Background: an optimization exercise with open tools, aiming at small area, a short achievable clock period and few clock cycles per item. Do not read the settings as production practice.
No run shown here included a check of the RTL's function; only the layout flow was run.

==> flow/design.v (outline; a module is shown in full before it is edited, if it fits) <==
// module pla_ctrl: 83 lines
// module pla_dp: 2041 lines
// module polyline_length_accumulator_core: 43 lines
module polyline_length_accumulator_core (
    input  logic        i_clk,
    input  logic        i_rst_n,
    input  logic        i_in_valid,
    output logic        o_in_stall,
    input  logic [15:0] i_in_x,
    input  logic [15:0] i_in_y,
    input  logic        i_in_last,
    output logic        o_out_valid,
    input  logic        i_out_stall,
    output logic [31:0] o_out_length,
    output logic [15:0] o_out_count
);
  // ...
==> flow/flow/run.sh <==
#!/bin/bash
# the standard layout (the standard.sh: unchanged synthesis, floorplan,
# placement, clock tree, routing), with its timing repair aimed at a shorter
# period than the clock's: setup repair keeps going until each path has the
# margin below, instead of stopping once the 10 ns clock is met
bash standard.sh SETUP_SLACK_MARGIN=${MARGIN:-6.5} TNS_END_PERCENT=100 finish > standard.log 2>&1
==> flow/standard.sh <==
#!/bin/bash
# synth_recipe.tcl (not shown) runs the flow's synth.tcl, then flattens the netlist and writes it again
# the make line also repeats each setting of config.mk as NAME=value (left out here)
make -C /OpenROAD-flow-scripts/flow DESIGN_CONFIG=/design/flow/config.mk WORK_HOME=/design/flow/orfs CLKGATE_MAP_FILE= SYNTH_SCRIPT=/design/flow/synth_recipe.tcl "${@:-finish}"
==> flow/config.mk <==
export PLATFORM = sky130hd
export DESIGN_NAME = polyline_length_accumulator_core
export DESIGN_NICKNAME = polyline_length_accumulator_core
export VERILOG_FILES = /design/flow/design.v
export SDC_FILE = /design/flow/constraint.sdc
export NUM_CORES = 4
export LEC_CHECK = 0
export ABC_AREA = 1
export CAP_MARGIN = 20
export CORE_MARGIN = 2
export CORE_UTILIZATION = 40
export SLEW_MARGIN = 20
==> flow/constraint.sdc <==
create_clock -name core_clock -period 10.0 [get_ports {i_clk}]
set_input_delay 2.0000 -clock core_clock [delete_from_list [all_inputs] [get_ports {i_clk}]]
set_output_delay 2.0000 -clock core_clock [all_outputs]
set_load 0.01 [all_outputs]
==> results.sh, run 1 <==
export IMPL_grt_use_met1_pct=20.5
export IMPL_grt_first_pass_wirelength_um=138000
export IMPL_dieArea_um2=100000
export IMPL_critPathLaunchType="flip-flop"
export IMPL_inverters=744
export IMPL_min_to="u_dp.q2_rad[19]$_DFF_P_"
export IMPL_cts_root_buf="clkbuf_16"
export IMPL_layout_drive_gt1_share_pct=8.96
export IMPL_cp_arrival_ns=3.89
export IMPL_synth_compound_area_share_pct=8.99
export IMPL_n_antenna_cell=0
export IMPL_synth_avg_cell_area_um2=8.64
export IMPL_grt_pass1_vias=28000
export IMPL_maxSlewHeadroom_pct=29.5
export IMPL_fmax_mhz=293
export IMPL_drt_iter0_markers=1502
export IMPL_crit_type="reg -> reg"
export IMPL_yosysSeqAreaShare_pct=38.7
export IMPL_synthTopCellsByArea="dfxtp_1 (33%), fa_1 (12%), nand2_1 (9.8%), ha_1 (8.0%), inv_1 (7.1%)"
export IMPL_top_register="u_ctrl.r_e"
export IMPL_drt_first_pass_iters=5
export IMPL_wl_met3_um=3110
export IMPL_crit_path_start="u_dp.b_dy[3]$_DFF_P_"
export IMPL_status="no timing/DRC/antenna violations"
export IMPL_yosys_top_cells_count="nand2_1 (1018), inv_1 (736), dfxtp_1 (637), ha_1 (252), fa_1 (227)"
export IMPL_final_util_pct=46.5
export IMPL_multi_input_area_share_pct=47.1
export IMPL_grt_most_used_layer="met2"
export IMPL_io_buffers=86
export IMPL_via_per_inst=4.72
export IMPL_post_cts_buffers=13
export IMPL_numCtsBuffers=79
export IMPL_largest_cell_class="multi-input combinational cells"
export IMPL_vias=28200
export IMPL_fin_cells=5974
export IMPL_period_share_pct=34.1
export IMPL_drcViolationCount=0
==> inputs of run 2 (changes only) <==
==> flow/flow/run.sh (replaced) <==
#!/bin/bash
# the standard layout (the standard.sh: unchanged synthesis, floorplan,
# placement, clock tree, routing) with two changes to how it is made:
# - every input and output port still gets its buffer, but a plain buf_2
#   instead of the delay-cell buffer that buffer_ports picks by itself
# - timing repair aims at a shorter period than the clock's: setup repair
#   keeps going until each path has the margin below, instead of stopping
#   once the 10 ns clock is met
bash standard.sh SETUP_SLACK_MARGIN=6.5 TNS_END_PERCENT=100 \
    "BUFFER_PORTS_ARGS=-buffer_cell sky130_fd_sc_hd__buf_2" finish > standard.log 2>&1
--- a/flow/config.mk
+++ b/flow/config.mk
@@ -9,4 +9,7 @@
 export CAP_MARGIN = 20
 export CORE_MARGIN = 2
 export CORE_UTILIZATION = 40
+export CTS_BUF_LIST = sky130_fd_sc_hd__clkbuf_16
+export CTS_CLUSTER_DIAMETER = 60
+export CTS_CLUSTER_SIZE = 25
 export SLEW_MARGIN = 20
==> results.sh, run 2 <==
export IMPL_gp_congestion=0.855
export IMPL_drcViolationCount=0
export IMPL_layout_drive_gt1_share_pct=10.1
export IMPL_grt_pass1_vias=27700
export IMPL_worstHoldStart="u_dp.s_rad[19]$_DFF_P_"
export IMPL_fin_nets=5129
export IMPL_antenna_found_initial=0
export IMPL_cts_tree="yes"
export IMPL_reg_top3="u_ctrl.r_e x144, u_dp.s_rad x33, u_dp.q1_rad x28"
export IMPL_cp_arrival_ns=4.01
export IMPL_htree_num_levels=2
export IMPL_drt_first_pass_iters=5
export IMPL_synth_nets=5053
export IMPL_cts_hold_buf=0
export IMPL_dieArea_um2=100000
export IMPL_synth_ff_type="dfxtp_1"
export IMPL_core_area_um2=96900
export IMPL_hp_class="reg -> reg"
export IMPL_final_util_pct=45.6
export IMPL_yosys_warnings=3
export IMPL_pre_cts_slack_ns=5.25
export IMPL_fmax_mhz=295
export IMPL_critPathLaunchType="primary input"
export IMPL_yosysSeqAreaShare_pct=38.7
export IMPL_worst_pin_slew_ns=0.997
export IMPL_n_fill_cell=9280
export IMPL_final_common_cell="nand2_1"
export IMPL_seq_area_um2=15200
export IMPL_fin_setup_tns_ns=0
export IMPL_wl_per_cell_um=13.9
export IMPL_die_height_um=317
export IMPL_hold_ws_ns=0.300
export IMPL_synthTopCellsByArea="dfxtp_1 (33%), fa_1 (12%), nand2_1 (9.8%), ha_1 (8.0%), inv_1 (7.1%)"
export IMPL_multi_input_area_um2=21300
export IMPL_regToRegStartpoint="u_dp.q5_r[12]$_DFF_P_"
export IMPL_cp_required_ns=10.62
export IMPL_clock_skew_ns=0.0288
export IMPL_slew_violations=0
export IMPL_rsz0062_at_grt="true"
export IMPL_async_reset_ff_share_pct=0
export IMPL_grt_use_total_pct=16.4
export IMPL_num_rows=114
export IMPL_path_clk_slew_ns=0.09
export IMPL_start_util_pct=40.5
export IMPL_fin_ws_ns=6.61
export IMPL_critPathMaxFanout=126
export IMPL_grt_first_pass_wirelength_um=136000
export IMPL_synth_avg_cell_area_um2=8.64
export IMPL_routed_wl_um=82600
export IMPL_n_antenna_cell=0
export IMPL_die_x_um=317
export IMPL_drt_iter0_markers=1552
export IMPL_cts_root_buf="clkbuf_16"
export IMPL_boundaryPins=87
export IMPL_final_cell_mix="nand2_1 (1005), inv_1 (735), dfxtp_1 (622)"
export IMPL_top_register="u_ctrl.r_e"
export IMPL_crit_type="in -> reg"
export IMPL_via_per_inst=4.73
export IMPL_clock_sinks=717
export IMPL_hold_viol_final=0
export IMPL_synth_area_um2=39200
export IMPL_synthCells=4537
export IMPL_synth_edf_count=80
export IMPL_cap_viol_max_count=0
export IMPL_synth_top_cell_area_share_pct=32.5
export IMPL_drt_met1_wl_um=36300
export IMPL_overflow=0
export IMPL_postRouteAntennaNets=0
export IMPL_clkLatencyLatePin_ns=0.68
export IMPL_area_growth_pct=12.6
export IMPL_clk_path_buf_depth=3
export IMPL_grt_max_degree=127
export IMPL_wl_met2_um=40900
export IMPL_vias=28100
export IMPL_largest_reg_flops=144
export IMPL_period_share_pct=33.9
export IMPL_numCtsBuffers=61
export IMPL_hpwl_um=59600
export IMPL_io_buffers=86
export IMPL_ys_seq_elements=717
export IMPL_synth_cell_types=63
export IMPL_yosys_top_cells_count="nand2_1 (1018), inv_1 (736), dfxtp_1 (637), ha_1 (252), fa_1 (227)"
export IMPL_yosysMostFrequentCell="nand2_1"
export IMPL_setup_viol_count_final=0
export IMPL_maxSlewHeadroom_pct=33.4
export IMPL_status="no timing/DRC/antenna violations"
export IMPL_dr_max_layer_used="met4"
export IMPL_cp_end_kind="flip-flop"
export IMPL_crit_path_start="i_out_stall"
export IMPL_wl_met3_um=3080
export IMPL_period_minus_slack_ns=3.39
export IMPL_yosysTopAreaCell="dfxtp_1"
## run 2: metrics by stage
stage,instance area (um^2),instances
after floorplan,39200,4537
after global placement,40700,5770
after detailed placement,40700,5770
after CTS,43100,5888
after global routing,44100,5941
final,44100,5941
## run 2: final cells by class
class	count	share of cell area, %
clock buffers	61	3.46
clock inverters	54	1.70
inverters	744	6.37
multi-input cells	2934	48.2
flip-flops and latches	717	34.4
well taps	1276	3.62
repair buffers	155	2.27
## run 2: worst paths after layout
| check | depth (start not counted) | to | slack, ns |
|---|---|---|---|
| worst min register to register | 0 | u_dp.q1_rad[19]$_DFF_P_ | 0.30 |
| worst min-delay path | 0 | u_dp.q1_rad[19]$_DFF_P_ | 0.30 |
| worst max-delay path | 9 | u_ctrl.r_pend[1]$_SDFFE_PN0P_ | 6.61 |
| worst max register to register | 18 | u_dp.q6_q[0]$_DFF_P_ | 6.63 |
## run 2: critical path, cell delays in order
cell and delay [ns]:
buf_2 0.12, nor2_4 0.09, buf_4 0.41, inv_16 0.24
buf_6 0.32, ha_1 0.41, a21oi_1 0.17, o21ai_0 0.11
inv_1 0.06
## run 2: cell families after synthesis
| family | share of synthesized area, % |
|---|---|
| buffers and inverters | 8.80 |
| and+or+nand+nor | 15.6 |
| DFF | 38.7 |
| xor gates and xnor gates | 8.29 |
| adders and majority gates | 19.6 |
| AOI/OAI and AO/OA | 8.99 |
## run 2: layer usage
metal | GRT usage (%) | up-vias
li1 | - | 14300
met1 | 20.4 | 13200
met2 | 29.5 | 456
met3 | 1.98 | 146
met4 | 5.17 | 0
met5 | 0 | -
## run 2: repair_timing
item / in CTS / in global routing
buffers inserted: 3 / 49
gates cloned: 0 / 4
setup endpoints to repair: 60 / 47
pin swaps: 2 / 56
gates resized for setup: 28 / 121
==> module pla_ctrl, before the edit <==
module pla_ctrl #(
    parameter int M = 4
) (
    input  logic        i_clk,
    input  logic        i_rst_n,
    input  logic        i_in_valid,
    input  logic        i_in_last,
    output logic        o_in_stall,
    output logic        o_xfer,
    input  logic [16:0] i_root,
    input  logic        i_seg,
    input  logic        i_last,
    output logic        o_out_valid,
    input  logic        i_out_stall,
    output logic [31:0] o_out_length,
    output logic [15:0] o_out_count
);
    logic [M-1:0]  r_pend;      
    logic [16:0]   r_lo;
    logic          r_c;
    logic [14:0]   r_hi;
    logic          r_sat;
    logic [15:0]   r_cnt;
    logic          r_clr, r_ld;
    logic [15:0]   hi_inc;
    logic          ovf;
    logic [16:0]   base_lo;
    logic [17:0]   add_lo;
    logic [15:0]   base_cnt;
    logic          inc, pop, push;
    logic [47:0]   res;
    logic [47:0]   r_e [M];      
    logic [M-1:0]  r_v;          
    assign o_xfer = i_in_valid && !r_pend[M-1] && i_rst_n;
    assign inc    = o_xfer && i_in_last;
    assign pop    = r_v[0] && !i_out_stall;
    assign hi_inc   = {1'b0, r_hi} + 16'(r_c);
    assign ovf      = r_sat || hi_inc[15];
    assign base_lo  = r_clr ? 17'd0 : r_lo;
    assign add_lo   = {1'b0, base_lo} + {1'b0, i_seg ? i_root : 17'd0};
    assign base_cnt = r_clr ? 16'd0 : r_cnt;
    assign push = r_ld;
    assign res  = {ovf ? 32'hFFFF_FFFF : {hi_inc[14:0], r_lo}, r_cnt};
    always_ff @(posedge i_clk) begin
        if (!i_rst_n) begin
            r_pend <= '0;
            r_ld   <= 1'b0;
            r_clr  <= 1'b1;
            r_v    <= '0;
        end else begin
            for (int k = 0; k < M; k++) begin
                if (inc && !pop) begin
                    r_pend[k] <= (k == 0) ? 1'b1 : r_pend[k-1];
                end else if (pop && !inc) begin
                    r_pend[k] <= (k == M - 1) ? 1'b0 : r_pend[k+1];
                end
                if (push && !pop) begin
                    r_v[k] <= (k == 0) ? 1'b1 : r_v[k-1];
                end else if (pop && !push) begin
                    r_v[k] <= (k == M - 1) ? 1'b0 : r_v[k+1];
                end
            end
            r_ld  <= i_last;
            r_clr <= i_last;
        end
        r_lo  <= add_lo[16:0];
        r_c   <= add_lo[17];
        r_hi  <= r_clr ? 15'd0 : hi_inc[14:0];
        r_sat <= r_clr ? 1'b0 : ovf;
        r_cnt <= base_cnt + 16'(i_seg && base_cnt != 16'hFFFF);
        for (int k = 0; k < M; k++) begin
            if (pop) begin
                r_e[k] <= (k < M - 1 && r_v[(k < M - 1) ? k + 1 : k]) ? r_e[(k < M - 1) ? k + 1 : k] : res;
            end else if (!r_v[k]) begin
                r_e[k] <= res;
            end
        end
    end
    assign o_in_stall   = r_pend[M-1];
    assign o_out_valid  = r_v[0];
    assign o_out_length = r_e[0][47:16];
    assign o_out_count  = r_e[0][15:0];
endmodule
==> inputs of run 3 (changes only) <==
--- a/flow/design.v
+++ b/flow/design.v
@@ -21,12 +21,12 @@
     logic [14:0]   r_hi;
     logic          r_sat;
     logic [15:0]   r_cnt;
-    logic          r_clr, r_ld;
-    logic [15:0]   hi_inc;
-    logic          ovf;
+    logic          r_clr;
+    logic [15:0]   hi_p0, hi_p1;
     logic [16:0]   base_lo;
     logic [17:0]   add_lo;
-    logic [15:0]   base_cnt;
+    logic [15:0]   base_cnt, cnt_n;
+    logic [31:0]   sum_n;
     logic          inc, pop, push;
     logic [47:0]   res;
     logic [47:0]   r_e [M];      
@@ -34,17 +34,24 @@
     assign o_xfer = i_in_valid && !r_pend[M-1] && i_rst_n;
     assign inc    = o_xfer && i_in_last;
     assign pop    = r_v[0] && !i_out_stall;
-    assign hi_inc   = {1'b0, r_hi} + 16'(r_c);
-    assign ovf      = r_sat || hi_inc[15];
+    assign hi_p0    = {1'b0, r_hi} + 16'(r_c);
+    assign hi_p1    = {1'b0, r_hi} + 16'(r_c) + 16'd1;
     assign base_lo  = r_clr ? 17'd0 : r_lo;
     assign add_lo   = {1'b0, base_lo} + {1'b0, i_seg ? i_root : 17'd0};
     assign base_cnt = r_clr ? 16'd0 : r_cnt;
-    assign push = r_ld;
-    assign res  = {ovf ? 32'hFFFF_FFFF : {hi_inc[14:0], r_lo}, r_cnt};
+    assign cnt_n    = base_cnt + 16'(i_seg && base_cnt != 16'hFFFF);
+    always_comb begin
+        if (!r_clr && (r_sat || (add_lo[17] ? hi_p1[15] : hi_p0[15]))) begin
+            sum_n = 32'hFFFF_FFFF;
+        end else begin
+            sum_n = {r_clr ? 15'd0 : (add_lo[17] ? hi_p1[14:0] : hi_p0[14:0]), add_lo[16:0]};
+        end
+    end
+    assign push = i_last;
+    assign res  = {sum_n, cnt_n};
     always_ff @(posedge i_clk) begin
         if (!i_rst_n) begin
             r_pend <= '0;
-            r_ld   <= 1'b0;
             r_clr  <= 1'b1;
             r_v    <= '0;
         end else begin
@@ -60,14 +67,13 @@
                     r_v[k] <= (k == M - 1) ? 1'b0 : r_v[k+1];
                 end
             end
-            r_ld  <= i_last;
             r_clr <= i_last;
         end
         r_lo  <= add_lo[16:0];
         r_c   <= add_lo[17];
-        r_hi  <= r_clr ? 15'd0 : hi_inc[14:0];
-        r_sat <= r_clr ? 1'b0 : ovf;
-        r_cnt <= base_cnt + 16'(i_seg && base_cnt != 16'hFFFF);
+        r_hi  <= r_clr ? 15'd0 : hi_p0[14:0];
+        r_sat <= !r_clr && (r_sat || hi_p0[15]);
+        r_cnt <= cnt_n;
         for (int k = 0; k < M; k++) begin
             if (pop) begin
                 r_e[k] <= (k < M - 1 && r_v[(k < M - 1) ? k + 1 : k]) ? r_e[(k < M - 1) ? k + 1 : k] : res;
--- a/flow/config.mk
+++ b/flow/config.mk
@@ -10,6 +10,6 @@
 export CORE_MARGIN = 2
 export CORE_UTILIZATION = 40
 export CTS_BUF_LIST = sky130_fd_sc_hd__clkbuf_16
-export CTS_CLUSTER_DIAMETER = 60
-export CTS_CLUSTER_SIZE = 25
+export CTS_CLUSTER_DIAMETER = 80
+export CTS_CLUSTER_SIZE = 30
 export SLEW_MARGIN = 20
==> results.sh, run 3 <==
export IMPL_status="no timing/DRC/antenna violations"
export IMPL_cp_end_kind="flip-flop"
export IMPL_fin_nets=5277
export IMPL_synth_cell_types=48
export IMPL_worstHoldStart="u_dp.q1_rad[19]$_DFF_P_"
export IMPL_async_reset_ff_share_pct=0
export IMPL_die_height_um=317
export IMPL_critPathLaunchType="flip-flop"
export IMPL_fin_setup_tns_ns=0
export IMPL_holdPathStages=0
export IMPL_routed_wl_um=85100
export IMPL_boundaryPins=87
export IMPL_postRouteAntennaNets=0
export IMPL_core_area_um2=97000
export IMPL_ys_seq_elements=716
export IMPL_dieArea_um2=101000
export IMPL_hpwl_um=59600
export IMPL_r2r_cells=22
export IMPL_crit_type="reg -> reg"
export IMPL_cts_hold_buf=0
export IMPL_clock_skew_ns=0.0400
export IMPL_die_x_um=317
export IMPL_slew_violations=0
export IMPL_synthTopCellsByArea="dfxtp_1 (32%), fa_1 (12%), nand2_1 (9.8%), ha_1 (8.1%), inv_1 (7.3%)"
export IMPL_fmax_mhz=271
export IMPL_regToRegStartpoint="u_dp.q7_r[16]$_DFF_P_"
export IMPL_numCtsBuffers=38
export IMPL_synth_edf_count=80
export IMPL_setup_viol_count_final=0
export IMPL_gp_congestion=0.846
export IMPL_synth_avg_cell_area_um2=8.50
export IMPL_grt_use_total_pct=16.5
export IMPL_synth_area_um2=39200
export IMPL_overflow=0
export IMPL_synth_ff_type="dfxtp_1"
export IMPL_yosys_warnings=3
export IMPL_r2r_slack_ns=6.31
export IMPL_hold_viol_final=0
export IMPL_grt_max_degree=98
export IMPL_yosys_top_cells_count="nand2_1 (1020), inv_1 (767), dfxtp_1 (636), nand3_1 (284), ha_1 (253)"
export IMPL_yosysSeqAreaShare_pct=38.6
export IMPL_min_to="u_dp.q2_rad[19]$_DFF_P_"
export IMPL_cap_viol_max_count=0
export IMPL_n_antenna_cell=0
export IMPL_period_share_pct=36.9
export IMPL_clk_path_buf_depth=3
export IMPL_via_per_inst=4.76
export IMPL_clock_sinks=716
export IMPL_grt_first_pass_wirelength_um=137000
export IMPL_cp_arrival_ns=4.19
export IMPL_final_cell_mix="nand2_1 (985), inv_1 (759), dfxtp_1 (616)"
export IMPL_maxSlewHeadroom_pct=23.3
export IMPL_cts_root_buf="clkbuf_16"
export IMPL_path_clk_slew_ns=0.11
export IMPL_rr_endpoint="u_dp.q8_q[0]$_DFF_P_"
export IMPL_drcViolationCount=0
export IMPL_yosysTopAreaCell="dfxtp_1"
export IMPL_htree_num_levels=2
export IMPL_critPathMaxFanout=7
export IMPL_antenna_found_initial=0
export IMPL_area_growth_pct=14.4
export IMPL_synth_nets=5136
export IMPL_yosysMostFrequentCell="nand2_1"
export IMPL_synthCells=4619
export IMPL_cp_required_ns=10.51
export IMPL_clkLatencyLatePin_ns=0.63
export IMPL_period_minus_slack_ns=3.69
export IMPL_drt_first_pass_iters=6
export IMPL_start_util_pct=40.5
export IMPL_worst_pin_slew_ns=1.15
export IMPL_synth_top_cell_area_share_pct=32.4
export IMPL_largest_reg_flops=144
export IMPL_hold_ws_ns=0.293
export IMPL_cts_tree="yes"
export IMPL_wl_per_cell_um=14.0
export IMPL_rsz0062_at_grt="true"
export IMPL_drt_iter0_markers=1433
export IMPL_num_rows=114
export IMPL_layout_drive_gt1_share_pct=13.9
export IMPL_grt_pass1_vias=28000
export IMPL_vias=28800
export IMPL_hp_class="reg -> reg"
export IMPL_reg_top3="u_ctrl.r_e x144, u_dp.s_rad x33, u_dp.q1_rad x28"
export IMPL_io_buffers=86
export IMPL_top_register="u_ctrl.r_e"
export IMPL_final_common_cell="nand2_1"
[run 3: changes by cell type after synthesis, moves of 16 or more]
cell     delta
nand3_1   +156
xor2_2     -27
o21ai_1   -130
xor2_1     +16
or2_2      +58
inv_1      +31
[run 3: logic make-up after synthesis]
group                    after synthesis  synth area share (%)
AND/OR/NAND/NOR                     1658                  18.0
buffers and inverters                923                  8.96
flip-flops                           716                  38.6
AO/OA/AOI/OAI                        488                  6.94
adder cells (fa/ha/maj)              480                  19.6
XOR/XNOR                             347                  7.74
multiplexers                           7                 0.179
[run 3: final cells by class]
class | instances | area, um^2
clock buffers | 38 | 951
clock inverters | 28 | 385
fillers | 9352 | 52100
inverters | 770 | 2920
multi-input cells | 2982 | 22000
flip-flops and latches | 716 | 15200
well taps | 1276 | 1600
repair buffers | 251 | 1890
repair inverters | 1 | 5.00
[run 3: through the flow]
stage | utilization, % | setup WS, ns | instances | cell area, um^2
after detailed placement | 42.2 | 5.23 | 5854 | 41000
after CTS | 44.5 | 6.47 | 5969 | 43200
after global routing | 46.3 | 6.08 | 6062 | 44900
after global placement | 42.2 | 5.24 | 5854 | 41000
after floorplan | - | 6.29 | 4619 | 39400
final | 46.3 | 6.31 | 6062 | 44900
[run 3: worst max-delay path, stage by stage (launching register included)]
cell       delay [ns]
dfxtp_4          0.39
buf_12           0.15
xnor2_2          0.13
ha_1             0.36
a21oi_2          0.23
o21ai_2          0.09
a211oi_2         0.28
nand3_1          0.13
nand2_2          0.09
nand2_4          0.10
buf_12           0.15
buf_16           0.12
xor2_1           0.14
ha_1             0.28
nand4_1          0.13
nor2_2           0.20
o2111ai_2        0.15
nand3_1          0.12
nand2_2          0.06
nand2_1          0.05
nand2_1          0.06
nand3b_1         0.09
nand2_1          0.05
[run 3: per-layer routing]
metal,GRT usage [%],routed length (um)
met5,0,0
met4,5.25,2520
met3,1.75,2900
met2,29.5,42100
met1,20.8,37500
[run 3: how the worst max path moves through the flow]
stage,startpoint,endpoint,slack (ns),cells past startpoint
detailed placement,i_out_stall,u_ctrl.r_v[0]$_SDFFE_PN0P_,5.23,8
floorplan,u_dp.q6_r[14]$_DFF_P_,u_dp.q7_r[14]$_DFF_P_,6.29,24
global route,u_dp.q7_r[16]$_DFF_P_,u_dp.q8_q[0]$_DFF_P_,6.08,25
finish,u_dp.q7_r[16]$_DFF_P_,u_dp.q8_q[0]$_DFF_P_,6.31,22
CTS,u_dp.q7_r[16]$_DFF_P_,u_dp.q8_q[0]$_DFF_P_,6.47,24
global placement,i_out_stall,u_ctrl.r_pend[1]$_SDFFE_PN0P_,5.24,8
[run 3: timing repair]
| item | CTS | global route |
|---|---|---|
| buffers inserted | 46 | 90 |
| gates resized for setup | 110 | 225 |
| endpoints found under the hold margin | 0 | 0 |
| endpoints found under the setup margin | 195 | 145 |
| gates cloned | 3 | 3 |
| pin swaps | 53 | 146 |

-- re-timing with driven ports --
In the flow no input, the clock included, has a driving cell. The finished layouts below were timed again as built, in two steps. Step 1, drivers: a clkbuf_16 drives i_clk and a buf_2 each remaining input, both assumed. Step 2 moves the port delays by t, midway between the first and last clock arrival at a register: inputs arrive t later, outputs are due t later. That takes back most of the time a late clock gives input paths. Three values: no drivers, after step 1, after step 2; two values: the first two.
| run | t (ns) | slack for setup (ns) | worst setup path at the end |
|---|---|---|---|
| run 1 | 0.680 | 6.587 / 6.528 / 5.963 | input to register |
| run 2 | 0.728 | 6.614 / 6.617 / 5.928 | input to register |
| run 3 | 0.678 | 6.314 / 6.314 / 6.001 | input to register |
After both steps setup and hold are still met in every run listed. The setup slack of run 2, which loses most, moves by +0.003 ns with the drivers and by -0.686 ns with both steps.
